Background: an optimization exercise with open tools, aiming at small area. Do not read the settings as production practice.
RTL that was checked went through simulation tests only; none was proved equivalent to the original.
Only the layout flow was run in runs 2 to 4; the RTL was not checked for function there.
Power figures rest on the tool's default switching activity, not on a simulated workload.

**run.sh**
```bash
#!/bin/bash
# synth_recipe.tcl (not shown) runs the flow's synth.tcl, then flattens the netlist and writes it again
# the make line also repeats each setting of config.mk as NAME=value (left out here)
make -C /OpenROAD-flow-scripts/flow DESIGN_CONFIG=/design/flow/config.mk WORK_HOME=/design/flow/orfs CLKGATE_MAP_FILE= SYNTH_SCRIPT=/design/flow/synth_recipe.tcl finish
```
**constraint.sdc**
```tcl
create_clock -name core_clock -period 8.0 [get_ports {clk}]
set_input_delay 1.6000 -clock core_clock [delete_from_list [all_inputs] [get_ports {clk}]]
set_output_delay 1.6000 -clock core_clock [all_outputs]
set_load 0.01 [all_outputs]
```
**design.v**
```verilog
package mxhd_pkg;
  localparam int COORD_BITS_DEF = 6;
  localparam int TOTAL_BITS_DEF = 48;
  localparam int STEP_BITS      = 6;
  localparam int TREE_BITS      = 14;
  localparam int VOL_BITS       = 32;
  localparam int CFG_IDX_BITS   = 2;
  localparam int UPC_BITS       = 6;
  localparam logic [STEP_BITS-1:0] STEP_X_RST = STEP_BITS'(4);
  localparam logic [STEP_BITS-1:0] STEP_Y_RST = STEP_BITS'(4);
  typedef enum logic [CFG_IDX_BITS-1:0] {
    CFG_STEP_X     = 2'd0,
    CFG_STEP_Y     = 2'd1,
    CFG_SINGLE_DIE = 2'd2
  } cfg_idx_t;
  typedef struct packed {
    logic [STEP_BITS-1:0] step_x;
    logic [STEP_BITS-1:0] step_y;
    logic                 single_die;
  } cfg_t;
  typedef enum logic [3:0] {
    COND_NEXT        = 4'd0,
    COND_ALWAYS      = 4'd1,
    COND_WAIT_IN     = 4'd2,
    COND_MCAST       = 4'd3,
    COND_DIV_BUSY    = 4'd4,
    COND_NO_RUN      = 4'd5,
    COND_SAME_COL    = 4'd6,
    COND_NOT_LAST    = 4'd7,
    COND_OUT_BLOCKED = 4'd8
  } cond_t;
  typedef enum logic [3:0] {
    ACT_NONE     = 4'd0,
    ACT_LATCH    = 4'd1,
    ACT_CLR_UNI  = 4'd2,
    ACT_LOAD     = 4'd3,
    ACT_DIV_HI   = 4'd4,
    ACT_DIV_LO   = 4'd5,
    ACT_ACC      = 4'd6,
    ACT_MUL      = 4'd7,
    ACT_ADD      = 4'd8,
    ACT_NEWCOL   = 4'd9,
    ACT_INIT     = 4'd10,
    ACT_SET_PREV = 4'd11,
    ACT_EMIT     = 4'd12
  } act_t;
  localparam logic [1:0] SPAN_UNI_X    = 2'd0;
  localparam logic [1:0] SPAN_UNI_Y    = 2'd1;
  localparam logic [1:0] SPAN_COL_Y    = 2'd2;
  localparam logic [1:0] SPAN_RUN_X    = 2'd3;
  localparam logic [1:0] ACC_UNI       = 2'd0;
  localparam logic [1:0] ACC_TREE      = 2'd1;
  localparam logic [1:0] MUL_UNI_HOP   = 2'd0;
  localparam logic [1:0] MUL_UNI_CR    = 2'd1;
  localparam logic [1:0] MUL_TREE_HOP  = 2'd2;
  localparam logic [1:0] MUL_TREE_CR   = 2'd3;
  localparam logic [1:0] ADD_ONCHIP    = 2'd0;
  localparam logic [1:0] ADD_CROSS     = 2'd1;
  localparam logic [1:0] ADD_CROSS_END = 2'd2;
  localparam logic [1:0] SEL_NONE      = 2'd0;
  localparam logic [UPC_BITS-1:0] A_IDLE    = UPC_BITS'(0);
  localparam logic [UPC_BITS-1:0] A_MCAST   = UPC_BITS'(18);
  localparam logic [UPC_BITS-1:0] A_INIT    = UPC_BITS'(27);
  localparam logic [UPC_BITS-1:0] A_PREV    = UPC_BITS'(28);
  localparam logic [UPC_BITS-1:0] A_LASTCHK = UPC_BITS'(29);
  localparam logic [UPC_BITS-1:0] A_FINISH  = UPC_BITS'(46);
  typedef struct packed {
    cond_t               cond;
    logic [UPC_BITS-1:0] jmp;
    act_t                act;
    logic [1:0]          sel;
  } uword_t;
  typedef struct packed {
    act_t       act;
    logic [1:0] sel;
    logic       idle;
  } ctrl_t;
  typedef struct packed {
    logic div_busy;
    logic mcast;
    logic in_run;
    logic same_col;
    logic last;
    logic out_blocked;
  } stat_t;
endpackage
module mesh_xy_hop_and_die_crossing_counter #(
  parameter int COORD_BITS = mxhd_pkg::COORD_BITS_DEF,
  parameter int TOTAL_BITS = mxhd_pkg::TOTAL_BITS_DEF
) (
  input  logic                              clk,
  input  logic                              rst_n,
  input  logic                              in_valid,
  output logic                              in_stall,
  input  logic                              in_operation,
  input  logic [COORD_BITS-1:0]             in_src_x,
  input  logic [COORD_BITS-1:0]             in_src_y,
  input  logic [COORD_BITS-1:0]             in_dest_x,
  input  logic [COORD_BITS-1:0]             in_dest_y,
  input  logic [mxhd_pkg::VOL_BITS-1:0]     in_volume,
  input  logic                              in_last_dest,
  output logic                              out_valid,
  input  logic                              out_stall,
  output logic [TOTAL_BITS-1:0]             out_onchip_hops_total,
  output logic [TOTAL_BITS-1:0]             out_crossing_hops_total,
  output logic                              out_saturated,
  input  logic                              cfg_valid,
  output logic                              cfg_ready,
  input  logic [mxhd_pkg::CFG_IDX_BITS-1:0] cfg_index,
  input  logic [mxhd_pkg::STEP_BITS-1:0]    cfg_data
);
  localparam int CB = COORD_BITS;
  localparam int TB = mxhd_pkg::TREE_BITS;
  localparam int UB = 7;
  localparam int SB = mxhd_pkg::STEP_BITS;
  typedef enum logic [2:0] {
    S_RST   = 3'd0,   
    S_CLEAN = 3'd1,   
    S_IDLE  = 3'd2,
    S_MC    = 3'd3,   
    S_WALK  = 3'd4,
    S_MULT  = 3'd5,
    S_FINAL = 3'd6,
    S_ACC   = 3'd7    
  } state_t;
  state_t st;
  logic [SB-1:0] step_x, step_y;
  logic          single_die;
  logic          in_run;
  logic [CB-1:0] first_x, col_x, col_min_y, prev_y;
  logic [TB-1:0] th, tc;           
  logic [UB-1:0] uh, uc;           
  logic          wk_y, wk_run, col1;
  logic [CB-1:0] p, r;
  logic [TOTAL_BITS-1:0] tot_o, tot_c;
  logic                  c_o, c_c, ovf_o, ovf_c, sat, ov;
  assign cfg_ready = 1'b1;
  always_ff @(posedge clk) begin
    if (!rst_n) begin
      step_x     <= SB'(4);
      step_y     <= SB'(4);
      single_die <= 1'b0;
    end else if (cfg_valid) begin
      case (cfg_index)
        2'd0: step_x <= cfg_data;
        2'd1: step_y <= cfg_data;
        2'd2: single_die <= cfg_data[0];
        default: begin
        end
      endcase
    end
  end
  wire op   = in_operation;
  wire walk = (st == S_WALK);
  wire mult = (st == S_MULT);
  wire rot  = (st == S_CLEAN) || mult || (st == S_FINAL);
  logic [CB-1:0] ca, cs, cb;
  logic [SB-1:0] s;
  always_comb begin
    cs = wk_y ? in_src_y : in_src_x;
    cb = wk_y ? (wk_run ? prev_y : in_dest_y) : in_dest_x;
    ca = wk_run ? (wk_y ? col_min_y : first_x) : (wk_y ? in_dest_y : in_dest_x);
    s  = wk_y ? step_y : step_x;
  end
  wire ga     = (p > ca);
  wire gs     = (p > cs);
  wire gb     = (p > cb);
  wire inspan = (ga && !gs) || (gs && !gb);
  wire cr_en  = (s != '0) && !(op && single_die);
  wire iscr   = inspan && (r == '0) && cr_en;
  wire ishop  = inspan && !iscr;
  wire p_end  = (p == CB'(63));
  wire [CB-1:0] r_inc = r + CB'(1);
  wire k_end  = (r == CB'(47));
  wire j_end  = (p == CB'(48));
  wire th_full = &th;
  wire tc_full = &tc;
  wire tree_sat = walk && op && ((ishop && th_full) || (iscr && tc_full));
  wire amt_o = op ? th[0] : uh[0];
  wire amt_c = op ? tc[0] : uc[0];
  wire rest_zero = op ? ((th[TB-1:1] == '0) && (tc[TB-1:1] == '0))
                      : ((uh[UB-1:1] == '0) && (uc[UB-1:1] == '0));
  wire vbit  = in_volume[p[4:0]] && !p[5];
  wire add_o = mult && amt_o && vbit;
  wire add_c = mult && amt_c && vbit;
  wire b_o   = tot_o[0];
  wire b_c   = tot_c[0];
  wire sum_o = b_o ^ add_o ^ c_o;
  wire sum_c = b_c ^ add_c ^ c_c;
  wire co_o  = (b_o & add_o) | (b_o & c_o) | (add_o & c_o);
  wire co_c  = (b_c & add_c) | (b_c & c_c) | (add_c & c_c);
  wire clean = (st == S_CLEAN);
  wire sin_o = !clean && (sum_o || ovf_o);
  wire sin_c = !clean && (sum_c || ovf_c);
  wire shift_all = clean;
  wire shift_sel = mult && j_end;
  always_ff @(posedge clk) begin
    if (rot) begin
      tot_o <= {sin_o, tot_o[TOTAL_BITS-1:1]};
      tot_c <= {sin_c, tot_c[TOTAL_BITS-1:1]};
    end
    c_o   <= mult && !k_end && co_o;
    c_c   <= mult && !k_end && co_c;
    ovf_o <= (mult || (st == S_FINAL)) && (ovf_o || (k_end && co_o));
    ovf_c <= (mult || (st == S_FINAL)) && (ovf_c || (k_end && co_c));
  end
  always_ff @(posedge clk) begin
    if (shift_all || (shift_sel && !op)) begin
      uh <= uh >> 1;
      uc <= uc >> 1;
    end else if (walk && !op) begin
      if (ishop) uh <= uh + UB'(1);
      if (iscr) uc <= uc + UB'(1);
    end
    if (shift_all || (shift_sel && op)) begin
      th <= th >> 1;
      tc <= tc >> 1;
    end else if (walk && op) begin
      if (ishop && !th_full) th <= th + TB'(1);
      if (iscr && !tc_full) tc <= tc + TB'(1);
    end
  end
  always_ff @(posedge clk) begin
    case (st)
      S_WALK: begin
        p <= p + CB'(1);
        r <= (p_end || (r_inc == s)) ? '0 : r_inc;
      end
      S_MULT: begin
        p <= j_end ? '0 : p + CB'(1);
        r <= k_end ? '0 : r_inc;
      end
      S_CLEAN, S_FINAL: begin
        p <= '0;
        r <= k_end ? '0 : r_inc;
      end
      default: begin
        p <= '0;
        r <= '0;
      end
    endcase
  end
  wire new_col = in_run && (in_dest_x != col_x);
  wire last    = in_last_dest;
  always_ff @(posedge clk) begin
    if (!rst_n) begin
      st <= S_RST;
    end else begin
      case (st)
        S_RST:   st <= S_CLEAN;
        S_CLEAN: if (k_end) st <= S_IDLE;
        S_IDLE: begin
          if (in_valid && !out_valid) begin
            st     <= op ? S_MC : S_WALK;
            wk_y   <= 1'b0;
            wk_run <= 1'b0;
          end
        end
        S_MC: begin
          if (new_col) begin
            st     <= S_WALK;
            wk_y   <= 1'b1;
            wk_run <= 1'b1;
            col1   <= 1'b1;
          end else begin
            st     <= last ? S_WALK : S_ACC;
            wk_y   <= 1'b1;
            wk_run <= 1'b1;
            col1   <= 1'b0;
          end
        end
        S_WALK: begin
          if (p_end) begin
            case ({wk_y, wk_run})
              2'b00: wk_y <= 1'b1;
              2'b10: st <= S_MULT;
              2'b11: begin
                if (col1) begin
                  col1 <= 1'b0;
                  if (!last) st <= S_ACC;
                end else begin
                  wk_y <= 1'b0;
                end
              end
              default: st <= S_MULT;
            endcase
          end
        end
        S_MULT:  if (j_end && rest_zero) st <= S_FINAL;
        S_FINAL: if (k_end) st <= S_ACC;
        default: st <= S_IDLE;
      endcase
    end
  end
  wire col1_end = walk && p_end && wk_y && wk_run && col1;
  always_ff @(posedge clk) begin
    if (st == S_MC && !in_run) first_x <= in_dest_x;
    if ((st == S_MC && !in_run) || col1_end) begin
      col_x     <= in_dest_x;
      col_min_y <= in_dest_y;
    end
    if ((st == S_MC && !new_col) || col1_end) prev_y <= in_dest_y;
  end
  always_ff @(posedge clk) begin
    if (!rst_n) begin
      in_run <= 1'b0;
      sat    <= 1'b0;
      ov     <= 1'b0;
    end else begin
      if (st == S_MC && !in_run) in_run <= 1'b1;
      else if (walk && p_end && !wk_y && wk_run) in_run <= 1'b0;
      if (tree_sat || ovf_o || ovf_c) sat <= 1'b1;
      if (st == S_ACC) ov <= 1'b1;
      else if (!out_stall) ov <= 1'b0;
    end
  end
  assign out_valid = ov;
  assign in_stall  = (st != S_ACC);
  assign out_onchip_hops_total   = tot_o;
  assign out_crossing_hops_total = tot_c;
  assign out_saturated           = sat;
endmodule
```
**config.mk**
```make
export PLATFORM = sky130hd
export DESIGN_NAME = mesh_xy_hop_and_die_crossing_counter
export DESIGN_NICKNAME = mesh_xy_hop_and_die_crossing_counter
export VERILOG_FILES = /design/flow/design.v
export SDC_FILE = /design/flow/constraint.sdc
export NUM_CORES = 4
export LEC_CHECK = 0
export ABC_AREA = 1
export CAP_MARGIN = 20
export CORE_MARGIN = 2
export CORE_UTILIZATION = 40
export SLEW_MARGIN = 20
```
==> results by group, run 1 <==
Power
  • Internal power: 2.55 mW
  • Clock Power Share: 21.7%
  • Sw frac: 35.6%
  • Switching power: 1.41 mW
  • Logic gate share of total power: 32.2%
  • Worst VDD drop: 0.000144 V
  • Part of the power in registers: 46.1%
  • Power per cell area: 327 nW/um2
  • P_leak: 4.75 nW

Placed design
  • PortBufs: 169
  • Gpl congestion: 0.805
  • Hpwl dp: 15,900 um
  • Placement Setup Slack: 3.51 ns

Die
  • Die width: 158 um
  • Core ar.: 23,400 um2
  • Die height: 158 um
  • Initial cell density of the core: 40.6%
  • Die area: 25,000 um2
  • Io pins: 171
  • Rows: 56

Worst setup path
  • Startpoint Class: flop
  • Critical path's slowest cell: edfxtp_1
  • Top cell by count, worst path: nand2_1
  • Crit-path max cell delay: 0.93 ns
  • WP data arrival: 4.18 ns
  • CP Class: reg2reg
  • Crit path cell chain: inv_1 -> nor2_1 -> inv_1 -> o22ai_1 -> a21oi_1 -> ha_1 -> nand2_1 -> nor2_1 -> nand3_1 -> o21ai_0 -> nand2_1 -> nand2_1 -> nand3_1 -> nand2_1
  • Data required, critical path: 8.07 ns
  • Crit-path max FO: 20
  • CP Capture Type: flop

Global routing
  • Largest net degree at the start of global routing: 91
  • Vias in the first global route: 6,696
  • Tot GR Track Use: 17.8%
  • First-pass GRT wire length: 34,900 um
  • Grt ovf: 0
  • Initial antenna violation count: 0

Cells and area
  • Fin util: 51.7%
  • Share of cells above drive strength 1: 5.32%
  • Area grow syn2layout: 27.2%
  • # diodes: 0
  • Nets: 1,233

Synthesis
  • Syn nets: 1,066
  • Cell taking the most area after synthesis: edfxtp_1
  • Post-Synthesis Cells: 967
  • Distinct cell type count after synthesis: 43
  • Area share of the largest cell type after synthesis: 50.8%
  • Post-synthesis cell area: 9510 um2
  • Flops & latches, synth: 200
  • Seq/Total Area, Yosys: 59.0%
  • Ys Warns: 1
  • Top cells by area, synth: edfxtp_1, dfxtp_1, nand2_1, nor2_1, inv_1
  • Syn avg cell area: 9.83 um2

Flow run
  • MaxCap Viol Count: 0

Clocking
  • Clock sink total: 200
  • Post-CTS resize count: 0
  • H-tree Lvls: 4
  • Root buf cell: clkbuf_16
  • Clk slew on worst S/H paths: 0.08 ns
  • Clk buf depth: 2
  • Hold Buf Count CTS: 0
  • Worst-Skew Late Latency: 0.44 ns
  • CTS Buf Count: 17
  • Post-CTS setup buffer count: 0
  • CTS tree: built

STA
  • Slew Limit Fails: 0
  • Worst hold slack: 0.443 ns
  • FMAX: 243 MHz
  • Hold Fails Final Rpt: 0
  • Final period util: 51.4%
  • Fin Clk Skew: 0.0192 ns
  • Slew of the pin with the lowest slew margin: 0.886 ns
  • Worst slew margin: 40.9%
  • RSZ-0062 raised after global routing: no
  • Tmin final: 4.11 ns
  • Setup tns final: 0 ns
  • Setup violators final: 0
  • Setup WS post-layout: 3.89 ns

Run status
  • Status: no timing/DRC/antenna violations

Route
  • Detailed Route WL: 22,000 um
  • Starting DRT DRC Count: 447
  • Drt first pass iters: 5
  • Vias per inst: 4.92
  • Wire per inst: 15.0 um
  • Vias: 7,208
  • Drc violations: 0
  • Detail Route Antenna Nets: 0

Worst hold path
  • Worst min-delay path class: reg2reg
-- worst max-delay path, delay by kind of cell (launching register included) --
kind | cells | cell delay, ns
AO/OA/AOI/OAI | 3 | 0.34
adder cells (fa/ha/maj) | 1 | 0.29
AND/OR/NAND/NOR | 8 | 1.55
buffers and inverters | 2 | 0.63
flip-flops | 1 | 0.93
-- cell usage after synthesis, drive strengths merged --
library cell  number
o21ai             78
o22ai             12
nand3             63
nor3b              1
a2111oi            1
a221oi             6
edfxtp           161
nor2             114
clkbuf             3
or2                3
o211ai             6
mux2i              5
a211oi             2
buf               19
ha                26
conb               1
xor2              28
nand2            200
nand4             19
inv              112
o2bb2ai            1
nor3              21
o221ai             2
o2111ai            1
nand3b             1
xnor2              8
dfxtp             39
fa                 2
a21oi             29
and3               3
-- area by class of cell --
cell class,count,area (um2)
clock inverter,14,179
timing repair buffer,170,1700
multi-input combinational,633,3360
fill,2235,11300
tap,319,399
sequential,200,5620
inverter,112,420
clock buffer,17,425
-- state kept, by name, indices dropped and copies added, names as in the netlist, 3 cells and up --
register   count
uc             7
th            14
step_y         6
p              6
uh             7
col_min_y      6
prev_y         6
tot_o         48
step_x         6
st             3
r              6
first_x        6
col_x          6
tot_c         48
tc            14
-- cells in the final DEF (no fill, tap or decap), types with 28 or more instances in the layout --
cell type / instances
edfxtp_1: 161
xor2_1: 28
dfxtp_1: 39
inv_1: 104
nor2_1: 109
clkdlybuf4s50_1: 169
a21oi_1: 29
nand2_1: 193
o21ai_0: 61
nand3_1: 59
-- cells by family after synthesis --
kind of cell	count (synthesis)	share of synthesized area [%]
buf+inv	134	5.72
xor+xnor	36	3.32
mux	5	0.526
fa+ha+maj	28	3.84
other cells	1	0.0394
compound gates	138	8.10
flops	200	59.0
simple gates	425	19.4
-- layer usage --
metal / share of wire [%] / wire, um / vias up / GRT usage (%)
li1: - / - / 3647 / -
met4: 0.95 / 209 / 0 / 3.99
met5: 0 / 0 / - / 0
met3: 2.3 / 515 / 16 / 3.04
met1: 48 / 10600 / 3442 / 25.0
met2: 48 / 10600 / 103 / 28.9
-- stage by stage --
stage                     cells  instance area [um2]  power [mW]
after global routing       1465                12100        4.23
after CTS                  1465                12100        4.00
after global placement     1434                11500        3.11
final                      1465                12100        3.96
after floorplan             967                 9510        2.56
after detailed placement   1434                11500        3.13
-- power groups by stage --
stage / clock, mW / combinational [mW] / sequential [mW]
after floorplan: 0 / 0.693 / 1.87
after global placement: 0 / 1.27 / 1.84
after detailed placement: 0 / 1.29 / 1.84
after CTS: 0.879 / 1.29 / 1.83
after global routing: 0.923 / 1.44 / 1.87
final: 0.859 / 1.28 / 1.82
-- final timing paths --
path,startpoint,endpoint,slack (ns),cells past startpoint
worst max-delay path,wk_y$_DFFE_PP_,th[1]$_DFFE_PP_,3.89,14
worst min-delay path,tot_c[5]$_DFFE_PN_,tot_c[4]$_DFFE_PN_,0.44,0
worst max register to register,wk_y$_DFFE_PP_,th[1]$_DFFE_PP_,3.89,14
worst min register to register,tot_c[5]$_DFFE_PN_,tot_c[4]$_DFFE_PN_,0.44,0
==> run 2, diff against run 1 <==
--- a/design.v
+++ b/design.v
@@ -113,15 +113,16 @@
   localparam int TB = mxhd_pkg::TREE_BITS;
   localparam int UB = 7;
   localparam int SB = mxhd_pkg::STEP_BITS;
-  typedef enum logic [2:0] {
-    S_RST   = 3'd0,   
-    S_CLEAN = 3'd1,   
-    S_IDLE  = 3'd2,
-    S_MC    = 3'd3,   
-    S_WALK  = 3'd4,
-    S_MULT  = 3'd5,
-    S_FINAL = 3'd6,
-    S_ACC   = 3'd7    
+  typedef enum logic [3:0] {
+    S_RST   = 4'd0,   
+    S_CLEAN = 4'd1,   
+    S_IDLE  = 4'd2,
+    S_MC    = 4'd3,   
+    S_WALK  = 4'd4,
+    S_MULT  = 4'd5,
+    S_FINAL = 4'd6,
+    S_ACC   = 4'd7,   
+    S_TADD  = 4'd8    
   } state_t;
   state_t st;
   logic [SB-1:0] step_x, step_y;
@@ -129,6 +130,7 @@
   logic          in_run;
   logic [CB-1:0] first_x, col_x, col_min_y, prev_y;
   logic [TB-1:0] th, tc;           
+  logic          th_ovf, tc_ovf;   
   logic [UB-1:0] uh, uc;           
   logic          wk_y, wk_run, col1;
   logic [CB-1:0] p, r;
@@ -153,6 +155,7 @@
   wire op   = in_operation;
   wire walk = (st == S_WALK);
   wire mult = (st == S_MULT);
+  wire tadd = (st == S_TADD);
   wire rot  = (st == S_CLEAN) || mult || (st == S_FINAL);
   logic [CB-1:0] ca, cs, cb;
   logic [SB-1:0] s;
@@ -173,12 +176,15 @@
   wire [CB-1:0] r_inc = r + CB'(1);
   wire k_end  = (r == CB'(47));
   wire j_end  = (p == CB'(48));
-  wire th_full = &th;
-  wire tc_full = &tc;
-  wire tree_sat = walk && op && ((ishop && th_full) || (iscr && tc_full));
-  wire amt_o = op ? th[0] : uh[0];
-  wire amt_c = op ? tc[0] : uc[0];
-  wire rest_zero = op ? ((th[TB-1:1] == '0) && (tc[TB-1:1] == '0))
+  wire t_end = (p == CB'(13));
+  wire ts_h  = th[0] ^ uh[0] ^ c_o;
+  wire ts_c  = tc[0] ^ uc[0] ^ c_c;
+  wire tco_h = (th[0] & uh[0]) | (th[0] & c_o) | (uh[0] & c_o);
+  wire tco_c = (tc[0] & uc[0]) | (tc[0] & c_c) | (uc[0] & c_c);
+  wire amt_o = op ? (th[0] || th_ovf) : uh[0];
+  wire amt_c = op ? (tc[0] || tc_ovf) : uc[0];
+  wire rest_zero = op ? ((th[TB-1:1] == '0) && (tc[TB-1:1] == '0) && !th_ovf && !tc_ovf)
+                        || (r == CB'(TB-1))
                       : ((uh[UB-1:1] == '0) && (uc[UB-1:1] == '0));
   wire vbit  = in_volume[p[4:0]] && !p[5];
   wire add_o = mult && amt_o && vbit;
@@ -199,25 +205,25 @@
       tot_o <= {sin_o, tot_o[TOTAL_BITS-1:1]};
       tot_c <= {sin_c, tot_c[TOTAL_BITS-1:1]};
     end
-    c_o   <= mult && !k_end && co_o;
-    c_c   <= mult && !k_end && co_c;
+    c_o   <= (mult && !k_end && co_o) || (tadd && !t_end && tco_h);
+    c_c   <= (mult && !k_end && co_c) || (tadd && !t_end && tco_c);
     ovf_o <= (mult || (st == S_FINAL)) && (ovf_o || (k_end && co_o));
     ovf_c <= (mult || (st == S_FINAL)) && (ovf_c || (k_end && co_c));
   end
   always_ff @(posedge clk) begin
-    if (shift_all || (shift_sel && !op)) begin
+    if (shift_all || (shift_sel && !op) || tadd) begin
       uh <= uh >> 1;
       uc <= uc >> 1;
-    end else if (walk && !op) begin
+    end else if (walk) begin
       if (ishop) uh <= uh + UB'(1);
       if (iscr) uc <= uc + UB'(1);
     end
     if (shift_all || (shift_sel && op)) begin
       th <= th >> 1;
       tc <= tc >> 1;
-    end else if (walk && op) begin
-      if (ishop && !th_full) th <= th + TB'(1);
-      if (iscr && !tc_full) tc <= tc + TB'(1);
+    end else if (tadd) begin
+      th <= {ts_h, th[TB-1:1]};
+      tc <= {ts_c, tc[TB-1:1]};
     end
   end
   always_ff @(posedge clk) begin
@@ -235,7 +241,7 @@
         r <= k_end ? '0 : r_inc;
       end
       default: begin
-        p <= '0;
+        p <= (tadd && !t_end) ? p + CB'(1) : '0;
         r <= '0;
       end
     endcase
@@ -271,19 +277,25 @@
         end
         S_WALK: begin
           if (p_end) begin
-            case ({wk_y, wk_run})
-              2'b00: wk_y <= 1'b1;
-              2'b10: st <= S_MULT;
-              2'b11: begin
-                if (col1) begin
-                  col1 <= 1'b0;
-                  if (!last) st <= S_ACC;
-                end else begin
-                  wk_y <= 1'b0;
-                end
-              end
-              default: st <= S_MULT;
-            endcase
+            if (!wk_run) begin
+              if (wk_y) st <= S_MULT;
+              wk_y <= 1'b1;
+            end else begin
+              st <= S_TADD;
+            end
+          end
+        end
+        S_TADD: begin
+          if (t_end) begin
+            if (!wk_y) begin
+              st <= S_MULT;
+            end else if (col1) begin
+              col1 <= 1'b0;
+              st   <= last ? S_WALK : S_ACC;
+            end else begin
+              st   <= S_WALK;
+              wk_y <= 1'b0;
+            end
           end
         end
         S_MULT:  if (j_end && rest_zero) st <= S_FINAL;
@@ -304,12 +316,21 @@
   always_ff @(posedge clk) begin
     if (!rst_n) begin
       in_run <= 1'b0;
+      th_ovf <= 1'b0;
+      tc_ovf <= 1'b0;
       sat    <= 1'b0;
       ov     <= 1'b0;
     end else begin
+      if (st == S_MC && !in_run) begin
+        th_ovf <= 1'b0;
+        tc_ovf <= 1'b0;
+      end else if (tadd && t_end) begin
+        if (tco_h) th_ovf <= 1'b1;
+        if (tco_c) tc_ovf <= 1'b1;
+      end
       if (st == S_MC && !in_run) in_run <= 1'b1;
       else if (walk && p_end && !wk_y && wk_run) in_run <= 1'b0;
-      if (tree_sat || ovf_o || ovf_c) sat <= 1'b1;
+      if (ovf_o || ovf_c || th_ovf || tc_ovf) sat <= 1'b1;
       if (st == S_ACC) ov <= 1'b1;
       else if (!out_stall) ov <= 1'b0;
     end
==> flow/run.sh (new file) <==
#!/bin/bash
# Standard layout, with each port buffered by the smallest buffer cell.
set -euo pipefail
bash standard.sh "BUFFER_PORTS_ARGS=-buffer_cell sky130_fd_sc_hd__buf_1" finish > standard_flow.log 2>&1
==> standard.sh (new file) <==
#!/bin/bash
# synth_recipe.tcl (not shown) runs the flow's synth.tcl, then flattens the netlist and writes it again
# the make line also repeats each setting of config.mk as NAME=value (left out here)
make -C /OpenROAD-flow-scripts/flow DESIGN_CONFIG=/design/flow/config.mk WORK_HOME=/design/flow/orfs CLKGATE_MAP_FILE= SYNTH_SCRIPT=/design/flow/synth_recipe.tcl "${@:-finish}"
--- a/config.mk
+++ b/config.mk
@@ -9,4 +9,6 @@
 export CAP_MARGIN = 20
 export CORE_MARGIN = 2
 export CORE_UTILIZATION = 40
+export CTS_BUF_LIST = sky130_fd_sc_hd__clkbuf_4
+export CTS_CLUSTER_SIZE = 10
 export SLEW_MARGIN = 20
removed: run.sh
==> run 2 against run 1 <==
Clock power is about 10% higher; fmax increased by 23%; non-clock buffer count up 2; largest cell class unchanged; die area is 5.6% lower; flip-flop and latch count grew 3; final cell count shrank 6.1%; combinational power down 31%; clock skew increased by 0.027 ns; via count shrank 8.7%; hold slack improved by 0.0015 ns; utilization shrank 3.3 points.
==> results by group, run 2 <==
Run status
  • Status: no timing/DRC/antenna violations

STA
  • RSZ-0062 raised after global routing: no
  • Slew of the pin with the lowest slew margin: 0.983 ns
  • FMAX: 299 MHz
  • Final period util: 41.8%
  • Setup violators final: 0
  • Tmin final: 3.34 ns
  • Setup WS post-layout: 4.66 ns
  • Worst slew margin: 34.5%
  • Slew Limit Fails: 0
  • Setup tns final: 0 ns
  • Hold Fails Final Rpt: 0
  • Fin Clk Skew: 0.0459 ns

Power
  • Tot Pwr: 3.59 mW
  • Worst VDD drop: 0.000152 V
  • Power per cell area: 339 nW/um2
  • P_leak: 4.15 nW

Synthesis
  • Top cells by area, synth: edfxtp_1, dfxtp_1, nand2_1, nor2_1, inv_1
  • FFs w/ async S/R, synth: 0%
  • Area share of the largest cell type after synthesis: 53.9%
  • Syn nets: 941
  • Ys Warns: 1
  • Post-synthesis cell area: 8970 um2
  • Flops & latches, synth: 203
  • Syn avg cell area: 10.7 um2
  • Synth top cells by count: edfxtp_1, nand2_1, nor2_1, inv_1, o21ai_0
  • Seq/Total Area, Yosys: 63.3%
  • Most used DFF post-synth: edfxtp_1
  • Distinct cell type count after synthesis: 47
  • Post-Synthesis Cells: 840
  • Post-synth EDFFs: 161
  • Cell taking the most area after synthesis: edfxtp_1

Cells and area
  • Most common cell after layout, fill and taps aside: buf_1
  • Commonest non-fill, non-tap cells in the layout: buf_1, edfxtp_1, nand2_1
  • Multi-input logic area: 2810 um2
  • Fin util: 48.4%
  • Area grow syn2layout: 18.3%
  • Sequential Area: 5680 um2
  • Nets: 1,150
  • Fillers: 2,088
  • Share of cells above drive strength 1: 11.6%
  • Top Registers: tot_c (48), tot_o (48)

Clocking
  • CTS tree: built
  • Clk slew on worst S/H paths: 0.07 ns
  • Post-CTS setup buffer count: 0
  • CTS Buf Count: 54
  • Root buf cell: clkbuf_4
  • Clock sink total: 203
  • Worst-Skew Late Latency: 0.65 ns
  • Post-CTS resize count: 0
  • Hold Buf Count CTS: 0
  • Clk buf depth: 3
  • H-tree Lvls: 2

Global routing
  • First-pass GRT wire length: 31,900 um
  • Vias in the first global route: 6,359
  • Grt ovf: 0
  • Initial antenna violation count: 1
  • Tot GR Track Use: 16.6%
  • Largest net degree at the start of global routing: 82

Placed design
  • Hpwl dp: 14,100 um
  • Gpl congestion: 0.832
  • PortBufs: 169
  • Placement Setup Slack: 4.21 ns

Worst setup path
  • Crit-path max FO: 27
  • Critical path's slowest cell: nor2_1
  • Reg2Reg Depth: 15
  • CP Capture Type: flop
  • CP Class: reg2reg
  • Crit Reg-Reg Startpoint: wk_y$_DFFE_PP_
  • CP startpoint: wk_y$_DFFE_PP_
  • Crit-path max cell delay: 0.45 ns
  • CP delay by family, top: simple AND/OR/NAND/NOR gates
  • Data required, critical path: 8.30 ns
  • Startpoint Class: flop
  • WP data arrival: 3.64 ns
  • CP Buf/Inv Count: 2
  • Flop2flop setup slack: 4.66 ns
  • Crit path cell chain: buf_4 -> inv_2 -> nor2_1 -> nand2_1 -> o21ai_0 -> o21ai_0 -> ha_1 -> nand2_1 -> nor2_1 -> o21ai_0 -> nand3_1 -> nand3_1 -> nand2_1 -> nand2_1 -> nand2_1
  • Reg2reg end: uh[0]$_DFFE_PP_
  • CP endpoint: uh[0]$_DFFE_PP_
  • WP depth: 15
  • Top cell by count, worst path: nand2_1

Die
  • Rows: 54
  • Die height: 154 um
  • Core ar.: 21,900 um2
  • Initial cell density of the core: 41.0%
  • Die area: 23,600 um2
  • Io pins: 171
  • Die width: 154 um

Worst hold path
  • Worst min-delay path class: reg2reg

Flow run
  • MaxCap Viol Count: 0

Route
  • Starting DRT DRC Count: 382
  • Wire per inst: 14.4 um
  • Detail Route Antenna Nets: 0
  • Detailed Route WL: 19,800 um
  • Drc violations: 0
  • Vias: 6,583
  • Drt first pass iters: 5
  • Vias per inst: 4.78
==> run 2: cell count changes in the layout (fill, tap and decap cells not counted), sizes merged, moves of 6 or more <==
| cell | before | now |
|---|---|---|
| nand4 | 19 | 9 |
| a21oi | 29 | 36 |
| xor2 | 28 | 15 |
| clkinv | 9 | 15 |
| inv | 116 | 97 |
| nand2 | 200 | 166 |
| clkbuf | 17 | 85 |
| clkdlybuf4s50 | 169 | 0 |
| nor3 | 21 | 7 |
| o21ai | 78 | 54 |
| buf | 1 | 172 |
| o22ai | 12 | 6 |
| nand3 | 63 | 52 |
==> run 2: worst min-delay path by stage <==
stage | to | slack, ns | from | depth (start not counted)
after global routing | tot_o[13]$_DFFE_PN_ | 0.45 | tot_o[14]$_DFFE_PN_ | 0
after global placement | tot_c[29]$_DFFE_PN_ | 0.43 | tot_c[30]$_DFFE_PN_ | 0
final | tot_c[14]$_DFFE_PN_ | 0.44 | tot_c[15]$_DFFE_PN_ | 0
after CTS | th[5]$_DFFE_PP_ | 0.43 | th[6]$_DFFE_PP_ | 0
after floorplan | tc[10]$_DFFE_PP_ | 0.42 | tc[11]$_DFFE_PP_ | 0
after detailed placement | tot_o[16]$_DFFE_PN_ | 0.43 | tot_o[17]$_DFFE_PN_ | 0
==> run 2: routing by layer <==
| metal | vias to the layer above | wire, um | track usage, % |
|---|---|---|---|
| li1 | 3306 | - | - |
| met1 | 3029 | 9270 | 23.0 |
| met2 | 212 | 8690 | 25.6 |
| met3 | 36 | 1380 | 3.97 |
| met4 | 0 | 456 | 5.99 |
| met5 | - | 0 | 0 |
==> run 2: where the power goes <==
group / switching, mW / total (mW) / internal [mW]
sequential: 0.176 / 1.75 / 1.58
clock: 0.431 / 0.949 / 0.518
combinational: 0.624 / 0.889 / 0.265
total: 1.23 / 3.59 / 2.36
==> run 2: through the flow <==
stage,instance area (um2),hold slack (ns),std cells
floorplan,8970,0.417,840
global placement,9860,0.428,1273
detailed placement,9860,0.429,1273
CTS,10600,0.432,1375
global route,10600,0.455,1376
finish,10600,0.444,1376
==> run 2: layout make-up <==
type                            count  share of cell area (%)
Sequential cell                   203                    53.5
Antenna cell                        1                  0.0236
Timing Repair Buffer              172                    6.20
Inverter                           97                    3.49
Tap cell                          280                    3.30
Clock buffer                       85                    6.02
Multi-Input combinational cell    521                    26.5
Clock inverter                     17                   0.979
==> run 2: cell families (layout without fill, tap and decap cells) <==
| kind of cell | after synthesis | count (layout) | share of synthesized area (%) |
|---|---|---|---|
| adder cells (fa/ha/maj) | 30 | 30 | 4.52 |
| flip-flops | 203 | 203 | 63.3 |
| XOR/XNOR | 19 | 19 | 1.86 |
| multiplexers | 5 | 5 | 0.558 |
| AND/OR/NAND/NOR | 352 | 352 | 17.1 |
| buffers and inverters | 116 | 371 | 5.44 |
| AO/OA/AOI/OAI | 114 | 114 | 7.23 |
| other | 1 | 2 | 0.0418 |
==> run 3, diff against run 2 <==
--- a/config.mk
+++ b/config.mk
@@ -9,6 +9,5 @@
 export CAP_MARGIN = 20
 export CORE_MARGIN = 2
 export CORE_UTILIZATION = 40
-export CTS_BUF_LIST = sky130_fd_sc_hd__clkbuf_4
-export CTS_CLUSTER_SIZE = 10
+export CTS_BUF_LIST = sky130_fd_sc_hd__clkbuf_8
 export SLEW_MARGIN = 20
==> run 3 against run 2 <==
Count of clock-buffer cells in the layout fell by 47; highest routed layer unchanged; fmax up 0.69%; first-iteration DRC count shrank 8.1%; still clean on timing, DRC and antenna; flip-flop and latch count unchanged.
==> results by group, run 3 <==
Worst setup path
  • CP delay by family, top: simple AND/OR/NAND/NOR gates
  • CP Buf/Inv Count: 2
  • Reg2Reg Depth: 15
  • CP Class: reg2reg
  • Flop2flop setup slack: 4.68 ns
  • Top cell by count, worst path: nand2_1
  • Crit-path max cell delay: 0.46 ns
  • CP Capture Type: flop
  • WP data arrival: 3.53 ns
  • Data required, critical path: 8.21 ns
  • Crit path cell chain: buf_4 -> inv_2 -> nor2_1 -> nand2_1 -> o21ai_0 -> o21ai_0 -> ha_1 -> nand2_1 -> nor2_1 -> o21ai_0 -> nand3_1 -> nand3_1 -> nand2_1 -> nand2_1 -> nand2_1
  • Crit Reg-Reg Startpoint: wk_y$_DFFE_PP_
  • Crit-path max FO: 27
  • Startpoint Class: flop
  • Critical path's slowest cell: nor2_1
  • Reg2reg end: uh[0]$_DFFE_PP_

Power
  • Power per cell area: 337 nW/um2
  • Switching power: 1.23 mW
  • Tot Pwr: 3.56 mW
  • Logic gate share of total power: 25.0%
  • Internal power: 2.33 mW
  • Worst VDD drop: 0.000137 V
  • P_leak: 4.12 nW
  • Clock Power Share: 25.7%
  • Sw frac: 34.6%
  • Part of the power in registers: 49.3%

Cells and area
  • Most common cell after layout, fill and taps aside: buf_1
  • Share of cells above drive strength 1: 7.83%
  • Sequential Area: 5680 um2
  • # diodes: 0
  • Commonest non-fill, non-tap cells in the layout: buf_1, edfxtp_1, nand2_1
  • Top Registers: tot_c (48), tot_o (48)
  • Area grow syn2layout: 17.6%
  • Final Cell Area: 10,500 um2
  • Fillers: 2,082
  • Multi-input logic area: 2810 um2
  • Fin util: 48.2%
  • Nets: 1,133

STA
  • Setup tns final: 0 ns
  • Final period util: 41.5%
  • Hold Fails Final Rpt: 0
  • Slew Limit Fails: 0
  • Fin Clk Skew: 0.0363 ns
  • Setup violators final: 0
  • FMAX: 301 MHz
  • Worst slew margin: 35.2%
  • Tmin final: 3.32 ns
  • Worst hold slack: 0.419 ns
  • Slew of the pin with the lowest slew margin: 0.972 ns
  • RSZ-0062 raised after global routing: no

Route
  • Vias: 6,417
  • Wire per inst: 14.6 um
  • Vias per inst: 4.79
  • Detail Route Antenna Nets: 0
  • Drc violations: 0
  • Drt first pass iters: 5
  • Starting DRT DRC Count: 351
  • Detailed Route WL: 19,500 um

Synthesis
  • Ys Warns: 1
  • Syn nets: 941
  • Post-synth EDFFs: 161
  • Syn avg cell area: 10.7 um2
  • Top cells by area, synth: edfxtp_1, dfxtp_1, nand2_1, nor2_1, inv_1
  • Synth top cells by count: edfxtp_1, nand2_1, nor2_1, inv_1, o21ai_0
  • Cell taking the most area after synthesis: edfxtp_1
  • Post-synthesis cell area: 8970 um2
  • Distinct cell type count after synthesis: 47
  • Flops & latches, synth: 203
  • FFs w/ async S/R, synth: 0%
  • Area share of the largest cell type after synthesis: 53.9%
  • Most used DFF post-synth: edfxtp_1
  • Post-Synthesis Cells: 840
  • Seq/Total Area, Yosys: 63.3%

Clocking
  • Root buf cell: clkbuf_8
  • Clock sink total: 203
  • H-tree Lvls: 2
  • Worst-Skew Late Latency: 0.53 ns
  • Post-CTS resize count: 0
  • CTS Buf Count: 37
  • Hold Buf Count CTS: 0
  • CTS tree: built
  • Clk buf depth: 3
  • Post-CTS setup buffer count: 0
  • Clk slew on worst S/H paths: 0.06 ns

Die
  • Die area: 23,600 um2
  • Core ar.: 21,900 um2
  • Io pins: 171
  • Die height: 154 um
  • Rows: 54
  • Die width: 154 um
  • Initial cell density of the core: 41.0%

Global routing
  • Tot GR Track Use: 16.5%
  • First-pass GRT wire length: 31,600 um
  • Vias in the first global route: 6,165
  • Largest net degree at the start of global routing: 82
  • Grt ovf: 0
  • Initial antenna violation count: 0

Worst hold path
  • WHS Path Cells: 0
  • Worst min-delay path class: reg2reg
  • WHS Endpoint: tc[11]$_DFFE_PP_
  • Startpoint of the worst hold path: tc[12]$_DFFE_PP_

Run status
  • Status: no timing/DRC/antenna violations

Flow run
  • MaxCap Viol Count: 0

Placed design
  • PortBufs: 169
  • Hpwl dp: 14,100 um
  • Gpl congestion: 0.832
  • Dpl cell area: 9860 um2
run 3: cell counts after synthesis:
Identical to the previous run, type by type.
run 3: worst max path at each step:
stage | startpoint | to | slack, ns | cells after the start
4_1_cts | wk_y$_DFFE_PP_ | uh[0]$_DFFE_PP_ | 4.65 | 15
3_5_place_dp | in_dest_x[2] | uh[0]$_DFFE_PP_ | 4.21 | 15
2_1_floorplan | st[2]$_SDFFE_PN0P_ | r[0]$_DFF_P_ | 4.56 | 8
3_3_place_gp | in_dest_x[4] | uh[1]$_DFFE_PP_ | 4.28 | 13
5_1_grt | wk_y$_DFFE_PP_ | uh[0]$_DFFE_PP_ | 4.33 | 15
6_report | wk_y$_DFFE_PP_ | uh[0]$_DFFE_PP_ | 4.68 | 15
run 3: layout make-up:
type | count | share of cell area [%]
multi-input cells | 521 | 26.6
inverters | 97 | 3.51
clock buffers | 38 | 4.96
flip-flops and latches | 203 | 53.8
clock inverters | 29 | 1.57
repair buffers | 172 | 6.23
well taps | 280 | 3.32
run 3: metal layers:
| metal | vias to the layer above | GRT usage, % | share of wire (%) |
|---|---|---|---|
| met5 | - | 0 | 0 |
| met4 | 0 | 5.90 | 2.8 |
| met3 | 45 | 3.95 | 6.4 |
| met1 | 2939 | 23.2 | 48 |
| met2 | 193 | 25.2 | 43 |
| li1 | 3240 | - | - |
run 3: through the flow:
stage | setup slack [ns] | cells
floorplan | 4.56 | 840
global placement | 4.28 | 1273
detailed placement | 4.21 | 1273
CTS | 4.65 | 1340
global route | 4.33 | 1340
finish | 4.68 | 1340
run 3: power by group through the flow:
stage / Combinational (mW) / Sequential, mW / Clock, mW
2_1_floorplan: 0.540 / 1.82 / 0
3_3_place_gp: 0.892 / 1.76 / 0
3_5_place_dp: 0.900 / 1.78 / 0
4_1_cts: 0.904 / 1.76 / 0.952
5_1_grt: 1.01 / 1.80 / 0.995
6_report: 0.888 / 1.75 / 0.913
run 3: worst reg2reg max path, stage by stage, from the launching register on:
cell and delay, ns:
edfxtp_1 0.32, buf_4 0.31, inv_2 0.26, nor2_1 0.46
nand2_1 0.08, o21ai_0 0.13, o21ai_0 0.13, ha_1 0.32
nand2_1 0.06, nor2_1 0.14, o21ai_0 0.10, nand3_1 0.10
nand3_1 0.07, nand2_1 0.21, nand2_1 0.10, nand2_1 0.21
run 3: logic make-up (layout without fill, tap and decap cells):
kind of cell,Yosys count,in the layout,share of synthesized area (%)
adders and majority gates,30,30,4.52
other,1,1,0.0418
and+or+nand+nor,352,352,17.1
buffers and inverters,116,336,5.44
xor gates and xnor gates,19,19,1.86
AOI/OAI and AO/OA,114,114,7.23
muxes,5,5,0.558
DFF,203,203,63.3
==> run 4, diff against run 3 <==
==> flow/run.sh (replaced) <==
#!/bin/bash
# Standard layout, with each port buffered by the smallest buffer cell and a leaner clock tree.
set -euo pipefail
bash standard.sh "BUFFER_PORTS_ARGS=-buffer_cell sky130_fd_sc_hd__buf_1" \
  "CTS_ARGS=-sink_clustering_enable -repair_clock_nets -buf_list sky130_fd_sc_hd__clkbuf_16 -sink_clustering_size 30 -sink_clustering_max_diameter 100 -dont_use_dummy_load" \
  finish > standard_flow.log 2>&1
--- a/config.mk
+++ b/config.mk
@@ -9,5 +9,4 @@
 export CAP_MARGIN = 20
 export CORE_MARGIN = 2
 export CORE_UTILIZATION = 40
-export CTS_BUF_LIST = sky130_fd_sc_hd__clkbuf_8
 export SLEW_MARGIN = 20
==> run 4 against run 3 <==
Non-clock buffer count is the same; via count shrank 3.1%; register-to-register slack lost 0.04 ns; hold slack gained 0.011 ns; final area shrank 3.9%; critical path type unchanged; largest cell class unchanged.
==> results by group, run 4 <==
Run status
  • Status: no timing/DRC/antenna violations

Synthesis
  • Mux share of post-synthesis cell area: 0.558%
  • Syn nets: 941
  • Post-synthesis cell area: 8970 um2
  • Adder-Cell Fraction of Synth Area: 4.52%
  • Ys Warns: 1
  • Largest family of logic cells by synthesized area: simple AND/OR/NAND/NOR gates
  • Seq/Total Area, Yosys: 63.3%
  • Syn avg cell area: 10.7 um2
  • Area share of the largest cell type after synthesis: 53.9%
  • Synth Area in Compound Gates: 7.23%
  • Post-synthesis simple-gate area fraction: 17.1%
  • Cell taking the most area after synthesis: edfxtp_1
  • Distinct cell type count after synthesis: 47
  • Top cells by area, synth: edfxtp_1, dfxtp_1, nand2_1, nor2_1, inv_1
  • Post-Synthesis Cells: 840
  • Post-Synth XOR/XNOR Area: 1.86%
  • FFs w/ async S/R, synth: 0%
  • Flops & latches, synth: 203
  • Most used DFF post-synth: edfxtp_1
  • Post-synth EDFFs: 161
  • Synth top cells by count: edfxtp_1, nand2_1, nor2_1, inv_1, o21ai_0

Worst hold path
  • Worst min-delay path class: reg2reg

Clocking
  • Clock sink total: 203
  • Clk slew on worst S/H paths: 0.11 ns
  • H-tree Lvls: 1
  • Post-CTS resize count: 0
  • Root buf cell: clkbuf_16
  • Post-CTS setup buffer count: 0
  • Hold Buf Count CTS: 0
  • CTS tree: built
  • Worst-Skew Late Latency: 0.47 ns
  • CTS Buf Count: 11
  • Clk buf depth: 3

STA
  • Slew of the pin with the lowest slew margin: 0.964 ns
  • Hold Fails Final Rpt: 0
  • Setup violators final: 0
  • RSZ-0062 raised after global routing: no
  • Slew Limit Fails: 0
  • Worst slew margin: 35.7%
  • Final period util: 42.0%
  • FMAX: 298 MHz
  • Fin Clk Skew: 0.0464 ns
  • Setup tns final: 0 ns
  • Tmin final: 3.36 ns

Placed design
  • Gpl congestion: 0.832
  • Hpwl dp: 14,100 um
  • PortBufs: 169

Worst setup path
  • Data required, critical path: 8.12 ns
  • CP Capture Type: flop
  • Flop2flop setup slack: 4.64 ns
  • Startpoint Class: flop
  • CP Class: reg2reg
  • WP data arrival: 3.47 ns
  • Crit-path max FO: 27

Cells and area
  • Area grow syn2layout: 13.0%
  • Most common cell after layout, fill and taps aside: buf_1
  • Commonest non-fill, non-tap cells in the layout: buf_1, edfxtp_1, nand2_1
  • Nets: 1,107
  • Top Registers: tot_c (48), tot_o (48)
  • # diodes: 0
  • Share of cells above drive strength 1: 4.78%

Die
  • Die area: 23,600 um2
  • Die width: 154 um
  • Die height: 154 um
  • Io pins: 171
  • Initial cell density of the core: 41.0%
  • Core ar.: 21,900 um2
  • Rows: 54

Power
  • Tot Pwr: 3.19 mW
  • P_leak: 3.85 nW
  • Switching power: 1.10 mW
  • Worst VDD drop: 0.000146 V
  • Power per cell area: 315 nW/um2
  • Logic gate share of total power: 27.8%
  • Part of the power in registers: 54.8%
  • Sw frac: 34.5%
  • Internal power: 2.09 mW
  • Clock Power Share: 17.4%

Route
  • Wire per inst: 14.8 um
  • Detailed Route WL: 19,000 um
  • Drc violations: 0
  • Detail Route Antenna Nets: 0
  • Vias per inst: 4.84
  • Drt first pass iters: 7
  • Starting DRT DRC Count: 384
  • Vias: 6,220

Global routing
  • Grt ovf: 0
  • Vias in the first global route: 5,892
  • Largest net degree at the start of global routing: 82
  • Initial antenna violation count: 0
  • First-pass GRT wire length: 30,600 um
  • Tot GR Track Use: 15.9%

Flow run
  • MaxCap Viol Count: 0
[run 4: cell counts after synthesis]
Identical to the previous run, type by type.
[run 4: area by class of cell]
cell class | count | area (um2)
clock buffer | 11 | 275
inverter | 97 | 370
timing repair buffer | 172 | 657
fill | 2089 | 11800
tap | 280 | 350
sequential | 203 | 5680
multi-input combinational | 521 | 2810
[run 4: logic make-up after synthesis]
kind of cell               Yosys count
AOI/OAI and AO/OA                  114
xor gates and xnor gates            19
adders and majority gates           30
buffers and inverters              116
DFF                                203
muxes                                5
other                                1
and+or+nand+nor                    352
[run 4: critical path, stage by stage, from the launching register on]
cell and delay [ns]:
edfxtp_1 0.33, buf_4 0.32, inv_2 0.25, nor2_1 0.45, nand2_1 0.08, o21ai_0 0.13, o21ai_0 0.13, ha_1 0.33
nand2_1 0.06, nor2_1 0.14, o21ai_0 0.10, nand3_1 0.10, nand3_1 0.07, nand2_1 0.21, nand2_1 0.10, nand2_1 0.21
[run 4: metal layers]
metal | global-route usage, % | vias up | share of wire [%]
met5 | 0 | - | 0
li1 | - | 3159 | -
met1 | 23.0 | 2885 | 48
met3 | 2.62 | 23 | 5.5
met2 | 25.1 | 153 | 44
met4 | 4.02 | 0 | 2.1
[run 4: per-stage QoR]
| stage | instances | util, % | cell area [um2] | setup slack (ns) | hold slack (ns) |
|---|---|---|---|---|---|
| detailed placement | 1273 | 45.0 | 9860 | 4.21 | 0.429 |
| CTS | 1284 | 46.3 | 10100 | 4.62 | 0.431 |
| global placement | 1273 | 45.0 | 9860 | 4.28 | 0.428 |
| floorplan | 840 | - | 8970 | 4.56 | 0.417 |
| finish | 1284 | 46.3 | 10100 | 4.64 | 0.430 |
| global route | 1284 | 46.3 | 10100 | 4.30 | 0.449 |
[run 4: final timing paths]
kind,from,end,cells past startpoint
worst max-delay path,wk_y$_DFFE_PP_,uh[1]$_DFFE_PP_,15
worst min-delay path,tc[9]$_DFFE_PP_,tc[8]$_DFFE_PP_,0
worst max register to register,wk_y$_DFFE_PP_,uh[1]$_DFFE_PP_,15
worst min register to register,tc[9]$_DFFE_PP_,tc[8]$_DFFE_PP_,0
[run 4: power groups by stage]
| stage | clock network (mW) | logic [mW] | registers [mW] |
|---|---|---|---|
| floorplan | 0 | 0.540 | 1.82 |
| CTS | 0.581 | 0.903 | 1.76 |
| global route | 0.612 | 1.01 | 1.79 |
| global placement | 0 | 0.892 | 1.76 |
| finish | 0.554 | 0.887 | 1.75 |
| detailed placement | 0 | 0.900 | 1.78 |
==> run 5, diff against run 4 <==
--- a/design.v
+++ b/design.v
@@ -162,12 +162,12 @@
   always_comb begin
     cs = wk_y ? in_src_y : in_src_x;
     cb = wk_y ? (wk_run ? prev_y : in_dest_y) : in_dest_x;
-    ca = wk_run ? (wk_y ? col_min_y : first_x) : (wk_y ? in_dest_y : in_dest_x);
+    ca = wk_y ? col_min_y : first_x;
     s  = wk_y ? step_y : step_x;
   end
-  wire ga     = (p > ca);
   wire gs     = (p > cs);
   wire gb     = (p > cb);
+  wire ga     = wk_run ? (p > ca) : gb;
   wire inspan = (ga && !gs) || (gs && !gb);
   wire cr_en  = (s != '0) && !(op && single_die);
   wire iscr   = inspan && (r == '0) && cr_en;
@@ -183,9 +183,7 @@
   wire tco_c = (tc[0] & uc[0]) | (tc[0] & c_c) | (uc[0] & c_c);
   wire amt_o = op ? (th[0] || th_ovf) : uh[0];
   wire amt_c = op ? (tc[0] || tc_ovf) : uc[0];
-  wire rest_zero = op ? ((th[TB-1:1] == '0) && (tc[TB-1:1] == '0) && !th_ovf && !tc_ovf)
-                        || (r == CB'(TB-1))
-                      : ((uh[UB-1:1] == '0) && (uc[UB-1:1] == '0));
+  wire rest_zero = (r == (op ? CB'(TB-1) : CB'(UB-1)));
   wire vbit  = in_volume[p[4:0]] && !p[5];
   wire add_o = mult && amt_o && vbit;
   wire add_c = mult && amt_c && vbit;
==> flow/run.sh (replaced) <==
#!/bin/bash
# Standard layout, with each port buffered by the smallest buffer cell and a leaner clock tree.
set -euo pipefail
bash standard.sh "BUFFER_PORTS_ARGS=-buffer_cell sky130_fd_sc_hd__buf_1" \
  "CTS_ARGS=-sink_clustering_enable -repair_clock_nets -buf_list sky130_fd_sc_hd__clkbuf_8 -sink_clustering_size 16 -sink_clustering_max_diameter 100 -dont_use_dummy_load" \
  finish > standard_flow.log 2>&1
==> run 5 against run 4 <==
Die area decreased by 3.0%; still clean on timing, DRC and antenna; flip-flop and latch count did not move; sequential power shrank 7%; clock power is 11% lower; utilization is 0.22 points higher; fmax is 0.66% lower; synthesized cell count down 8.0%; critical path depth shrank 7; global-route usage up 0.16 points; clock skew shrank 0.014 ns; largest power group unchanged; total power down 10%.
==> results by group, run 5 <==
Run status
  • Status: no timing/DRC/antenna violations

Synthesis
  • Post-synthesis simple-gate area fraction: 15.4%
  • Synth Area in Compound Gates: 6.92%
  • Post-Synthesis Cells: 773
  • Post-synthesis cell area: 8690 um2
  • FFs w/ async S/R, synth: 0%
  • Top cells by area, synth: edfxtp_1, dfxtp_1, nand2_1, nor2_1, ha_1
  • Most frequent cell after synthesis: edfxtp_1
  • Synth top cells by count: edfxtp_1, nand2_1, nor2_1, inv_1, o21ai_0
  • Most used DFF post-synth: edfxtp_1
  • Mux share of post-synthesis cell area: 1.15%
  • Post-Synth XOR/XNOR Area: 2.22%
  • Syn nets: 873
  • Flops & latches, synth: 203
  • Cell taking the most area after synthesis: edfxtp_1
  • Largest family of logic cells by synthesized area: simple AND/OR/NAND/NOR gates
  • Ys Warns: 1
  • Distinct cell type count after synthesis: 45
  • Syn avg cell area: 11.2 um2
  • Post-synth EDFFs: 161
  • Adder-Cell Fraction of Synth Area: 4.52%
  • Area share of the largest cell type after synthesis: 55.6%
  • Seq/Total Area, Yosys: 65.3%

Route
  • Detail Route Antenna Nets: 0
  • Detailed Route WL: 19,000 um
  • Wire per inst: 15.6 um
  • Vias per inst: 4.95
  • Starting DRT DRC Count: 484
  • Drt first pass iters: 5
  • Drc violations: 0
  • Vias: 6,024

Worst setup path
  • CP Class: reg2reg
  • CP Capture Type: flop
  • WP data arrival: 3.61 ns
  • Data required, critical path: 8.23 ns
  • Startpoint Class: flop
  • Crit-path max FO: 22

Clocking
  • Worst-Skew Late Latency: 0.51 ns
  • Clock sink total: 203
  • Post-CTS setup buffer count: 0
  • Clk buf depth: 3
  • CTS Buf Count: 16
  • CTS tree: built
  • H-tree Lvls: 1
  • Hold Buf Count CTS: 0
  • Clk slew on worst S/H paths: 0.11 ns
  • Root buf cell: clkbuf_8
  • Post-CTS resize count: 0

Die
  • Die width: 151 um
  • Rows: 53
  • Die height: 151 um
  • Io pins: 171
  • Initial cell density of the core: 41.1%
  • Die area: 22,900 um2
  • Core ar.: 21,200 um2

STA
  • Slew of the pin with the lowest slew margin: 0.816 ns
  • FMAX: 296 MHz
  • Slew Limit Fails: 0
  • Fin Clk Skew: 0.0319 ns
  • Final period util: 42.2%
  • Setup tns final: 0 ns
  • RSZ-0062 raised after global routing: no
  • Worst slew margin: 45.6%
  • Tmin final: 3.38 ns
  • Hold Fails Final Rpt: 0
  • Setup violators final: 0

Global routing
  • Initial antenna violation count: 0
  • First-pass GRT wire length: 28,700 um
  • Tot GR Track Use: 16.1%
  • Vias in the first global route: 5,535
  • Grt ovf: 0
  • Largest net degree at the start of global routing: 95

Cells and area
  • Top Registers: tot_c (48), tot_o (48)
  • Commonest non-fill, non-tap cells in the layout: buf_1, edfxtp_1, nand2_1
  • Area grow syn2layout: 13.2%
  • Share of cells above drive strength 1: 4.35%
  • # diodes: 0
  • Nets: 1,044
  • Most common cell after layout, fill and taps aside: buf_1

Power
  • Tot Pwr: 2.86 mW
  • P_leak: 3.61 nW
  • Worst VDD drop: 0.000161 V
  • Power per cell area: 291 nW/um2

Placed design
  • PortBufs: 169
  • Gpl congestion: 0.881
  • Hpwl dp: 13,700 um

Worst hold path
  • Worst min-delay path class: reg2reg

Flow run
  • MaxCap Viol Count: 0
run 5: cell count changes in the layout (fill, tap and decap cells not counted), moves of 11 or more:
| cell | change |
|---|---|
| clkbuf_16 | -11 |
| nand2_1 | -23 |
| clkbuf_8 | +16 |
| nor2_1 | -16 |
| inv_1 | -20 |
run 5: power by group:
part	internal (mW)	total, mW	switching [mW]	leakage, nW
registers	1.49	1.63	0.141	1.82
clock network	0.181	0.495	0.314	0.115
logic	0.220	0.735	0.515	1.68
run 5: layer usage:
layer	vias to the layer above	global-route usage [%]	share of wire, %
li1	2980	-	-
met4	0	3.22	1.6
met5	-	0	0
met3	24	2.98	8.3
met2	223	25.2	43
met1	2797	23.4	47
run 5: critical path, stage by stage, from the launching register on:
cell and delay [ns]:
dfxtp_1 0.85, inv_1 0.62, ha_1 0.40, nand2_1 0.16
nor3_4 0.07, nand2_1 0.06, nand2_1 0.36, inv_1 0.35
nand2_1 0.23
run 5: cell families (layout without fill, tap and decap cells):
group           after synthesis  count (layout)
compound gates              107             107
fa+ha+maj                    29              29
buf+inv                      96             265
other cells                   1               1
flops                       203             203
simple gates                305             305
xor+xnor                     22              22
mux                          10              10
run 5: worst paths after layout:
| kind | from | to | slack, ns | cells past startpoint |
|---|---|---|---|---|
| max reg2reg | p[0]$_DFF_P_ | uc[1]$_DFFE_PP_ | 4.62 | 8 |
| min | th[12]$_DFFE_PP_ | th[11]$_DFFE_PP_ | 0.43 | 0 |
| max | p[0]$_DFF_P_ | uc[1]$_DFFE_PP_ | 4.62 | 8 |
| min reg2reg | th[12]$_DFFE_PP_ | th[11]$_DFFE_PP_ | 0.43 | 0 |
run 5: stage by stage:
step                      util (%)  std cells  worst slack (ns)  hold WS [ns]  area [um2]
final                         46.5       1217              4.62         0.425        9840
after floorplan                  -        773              4.51         0.400        8690
after global placement        45.3       1200              4.43         0.402        9590
after CTS                     46.4       1216              4.65         0.428        9810
after global routing          46.5       1217              4.28         0.432        9840
after detailed placement      45.3       1200              4.36         0.405        9590
run 5: cell type report:
class,count,area [um2]
clock buffer,16,220
sequential,203,5680
timing repair buffer,172,681
tap,275,344
multi-input combinational,474,2630
inverter,77,290
fill,1967,11300
==> run 6, diff against run 5 <==
==> flow/run.sh (replaced) <==
#!/bin/bash
# Standard layout with three changes: each port is buffered by the smallest buffer cell, the
# clock tree uses clkbuf_8 without dummy loads, and after the standard synthesis the
# combinational logic is mapped again for area (every flip-flop and tie cell is kept as is).
set -euo pipefail
KNOBS=("BUFFER_PORTS_ARGS=-buffer_cell sky130_fd_sc_hd__buf_1"
  "CTS_ARGS=-sink_clustering_enable -repair_clock_nets -buf_list sky130_fd_sc_hd__clkbuf_8 -sink_clustering_size 16 -sink_clustering_max_diameter 100 -dont_use_dummy_load")
R=orfs/results/${FLOW_PLATFORM:-sky130hd}/mesh_xy_hop_and_die_crossing_counter/base
YOSYS=${FLOW_HOME}/../tools/install/yosys/bin/yosys
LIB=${FLOW_HOME}/platforms/sky130hd/lib/sky130_fd_sc_hd__tt_025C_1v80.lib

bash standard.sh "${KNOBS[@]}" synth > standard_synth.log 2>&1

cp $R/1_2_yosys.v $R/1_2_yosys_standard.v
KEEP=$(grep -o "sky130_fd_sc_hd__[a-z0-9_]*" $R/1_2_yosys_standard.v | sort -u | grep -E "__(df|edf|sdf|sedf|dl|conb)" | tr '\n' ' ')
cat > remap.ys <<EOT
read_liberty -ignore_miss_func $LIB
read_verilog $R/1_2_yosys_standard.v
hierarchy -top $FLOW_TOP
blackbox $KEEP
flatten
techmap
opt -purge
abc -script flow/remap.abc -liberty $LIB -dont_use *lpflow* -dont_use *probe* -dont_use *clkbuf* -dont_use *clkinv* -dont_use *dlygate* -dont_use *dlymetal* -dont_use *clkdly*
rename -hide w:*.*
opt_clean -purge
splitnets
opt_clean -purge
hilomap -singleton -hicell sky130_fd_sc_hd__conb_1 HI -locell sky130_fd_sc_hd__conb_1 LO
insbuf -buf sky130_fd_sc_hd__buf_4 A X
opt_clean -purge
stat -liberty $LIB
write_verilog -noattr -noexpr -nohex -nodec $R/1_2_yosys.v
EOT
$YOSYS -l remap.log -s remap.ys > /dev/null 2>&1
rm -f $R/1_synth.odb $R/1_synth.sdc
touch $R/1_2_yosys.v

bash standard.sh "${KNOBS[@]}" finish > standard_finish.log 2>&1
==> flow/remap.abc (new file) <==
strash
 ifraig
 dc2
 strash
 &get -n
 &dch -f
 &nf -R 1000
 &put
 topo
==> run 6 against run 5 <==
Flip-flop and latch count unchanged; final cell count down 15%; sequential share of layout area up 3.9 points; still clean on timing, DRC and antenna; non-clock buffer count is the same; fmax is 3.3% lower; utilization up 0.69 points; final area decreased by 6.3%; sequential power shrank 4%; hold slack about the same; clock power down 2%; global-route usage decreased by 0.65 points.
==> results by group, run 6 <==
Synthesis
  • Post-Synthesis Cells: 586
  • Post-synthesis cell area: 7990 um2
  • Syn nets: 657
  • Ys Warns: 1
  • Syn avg cell area: 13.6 um2

Cells and area
  • # diodes: 0
  • Commonest non-fill, non-tap cells in the layout: buf_1, edfxtp_1, nor2_1
  • Share of cells above drive strength 1: 3.62%
  • Fillers: 1,825
  • Nets: 847
  • Area grow syn2layout: 15.4%
  • Final Cell Area: 9220 um2
  • Top Registers: tot_c (48), tot_o (48)
  • Most common cell after layout, fill and taps aside: buf_1

Power
  • Power per cell area: 283 nW/um2
  • Worst VDD drop: 0.000136 V
  • P_leak: 3.02 nW

Global routing
  • Largest net degree at the start of global routing: 79
  • Tot GR Track Use: 15.4%
  • Vias in the first global route: 5,235
  • First-pass GRT wire length: 26,900 um
  • Grt ovf: 0
  • Initial antenna violation count: 0

Worst setup path
  • CP Capture Type: flop
  • WP data arrival: 3.68 ns
  • CP Class: in2reg
  • Crit-path max FO: 6
  • Data required, critical path: 8.19 ns
  • Crit-path max cell delay: 0.36 ns
  • Startpoint Class: primary input
  • Critical path's slowest cell: maj3_1
  • Top cell by count, worst path: o21ai_0
  • Crit path cell chain: buf_1 -> mux2i_1 -> nand2_1 -> o21ai_0 -> a22oi_1 -> o21ai_0 -> maj3_1 -> o21ai_0 -> a21oi_1 -> a21oi_1 -> o21ai_0 -> or3_1 -> nand2_1

Clocking
  • Hold Buf Count CTS: 0
  • Post-CTS resize count: 0
  • Root buf cell: clkbuf_8
  • H-tree Lvls: 1
  • CTS Buf Count: 16
  • Post-CTS setup buffer count: 0
  • Clk buf depth: 3
  • CTS tree: built
  • Clk slew on worst S/H paths: 0.10 ns
  • Worst-Skew Late Latency: 0.51 ns
  • Clock sink total: 203

Placed design
  • PortBufs: 169
  • Hpwl dp: 11,600 um
  • Gpl congestion: 0.835
  • Dpl cell area: 8990 um2

Route
  • Detail Route Antenna Nets: 0
  • Starting DRT DRC Count: 325
  • Drc violations: 0
  • Vias per inst: 5.05
  • Drt first pass iters: 4
  • Detailed Route WL: 16,300 um
  • Wire per inst: 15.7 um
  • Vias: 5,246

Flow run
  • MaxCap Viol Count: 0

Die
  • Io pins: 171
  • Die height: 145 um
  • Rows: 51
  • Initial cell density of the core: 40.9%
  • Die width: 145 um
  • Core ar.: 19,500 um2
  • Die area: 21,100 um2

STA
  • FMAX: 286 MHz
  • Slew of the pin with the lowest slew margin: 0.958 ns
  • RSZ-0062 raised after global routing: no
  • Worst hold slack: 0.425 ns
  • Hold Fails Final Rpt: 0
  • Setup tns final: 0 ns
  • Final period util: 43.7%
  • Fin Clk Skew: 0.0285 ns
  • Worst slew margin: 36.1%
  • Tmin final: 3.49 ns
  • Slew Limit Fails: 0
  • Setup violators final: 0

Run status
  • Status: no timing/DRC/antenna violations

Worst hold path
  • Worst min-delay path class: reg2reg
run 6: cell type report:
class / instances / area [um2] / area share (%)
flip-flops and latches: 203 / 5680 / 61.6
multi-input cells: 366 / 2270 / 24.6
repair buffers: 172 / 657 / 7.13
well taps: 265 / 332 / 3.60
clock buffers: 16 / 220 / 2.39
inverters: 17 / 63.8 / 0.692
run 6: routing by layer:
layer  share of wire (%)  up-vias  GRT usage (%)  routed length [um]
li1                    -     2577              -                   -
met1                  45     2527           20.7                7320
met2                  49      116           26.0                8050
met3                 3.8       26           2.58                 616
met4                 2.1        0           4.51                 336
met5                   0        -              0                   0
run 6: worst paths after layout:
path                                          start                to  slack, ns  cells past startpoint
worst min-delay path            th[13]$_SDFFE_PP0P_  th[12]$_DFFE_PP_       0.42                      0
worst max-delay path                   in_dest_y[1]   uc[2]$_DFFE_PP_       4.51                     13
worst max register to register     wk_run$_DFFE_PP_   uc[2]$_DFFE_PP_       4.88                     13
worst min register to register  th[13]$_SDFFE_PP0P_  th[12]$_DFFE_PP_       0.42                      0
run 6: worst max-delay path: cells and delay by family:
kind | cells | cell delay [ns]
AOI/OAI and AO/OA | 7 | 0.88
adders and majority gates | 1 | 0.36
buffers and inverters | 1 | 0.11
and+or+nand+nor | 3 | 0.66
muxes | 1 | 0.08
run 6: per-stage QoR:
step                      cells  power [mW]  utilization (%)  setup slack (ns)
after global placement     1023        2.13             46.1              4.04
after CTS                  1039        2.64             47.2              4.52
after global routing       1039        2.77             47.2              4.23
after floorplan             586        1.95                -              1.58
final                      1039        2.60             47.2              4.51
after detailed placement   1023        2.15             46.1              3.99
run 6: where the power goes:
part           internal [mW]  switching (mW)  leakage, nW
combinational          0.192           0.367         1.09
clock                  0.181           0.304        0.115
sequential              1.43           0.129         1.82
total                   1.80           0.800         3.02

==> afterwards: timing with drivers on the ports <==
The flow's constraints put no driver on any port. The routed layouts listed below were extracted and timed again, unchanged, in two steps.
Step 1 (the two cells are an assumption about what drives the block):
set clk [get_ports {clk}]
set_driving_cell -lib_cell sky130_fd_sc_hd__clkbuf_16 $clk
set_driving_cell -lib_cell sky130_fd_sc_hd__buf_2 [delete_from_list [all_inputs] $clk]
Step 2, shift: input delay + t, output delay - t, t = (earliest + latest rising clock arrival at the registers) / 2. This alone moves slack from input paths to output paths.
Slacks: ideal / step 1 / step 2; pairs: ideal / step 1.
| run | t (ns) | setup slack, ns | slew at the worst register clock pin (ns) |
|---|---|---|---|
| run 1 | 0.477 | 3.888 / 3.888 / 3.505 | 0.08 / 0.08 |
| run 2 | 0.672 | 4.655 / 4.655 / 4.162 | 0.08 / 0.08 |
| run 3 | 0.550 | 4.678 / 4.678 / 4.198 | 0.06 / 0.06 |
| run 4 | 0.495 | 4.643 / 4.643 / 4.163 | 0.11 / 0.11 |
| run 5 | 0.532 | 4.620 / 4.620 / 4.388 | 0.11 / 0.11 |
| run 6 | 0.532 | 4.507 / 4.523 / 3.991 | 0.11 / 0.11 |
After both steps setup and hold are still met in every run listed. For run 6, which loses most, drivers alone change the setup slack by +0.016 ns; drivers and shift together by -0.516 ns.
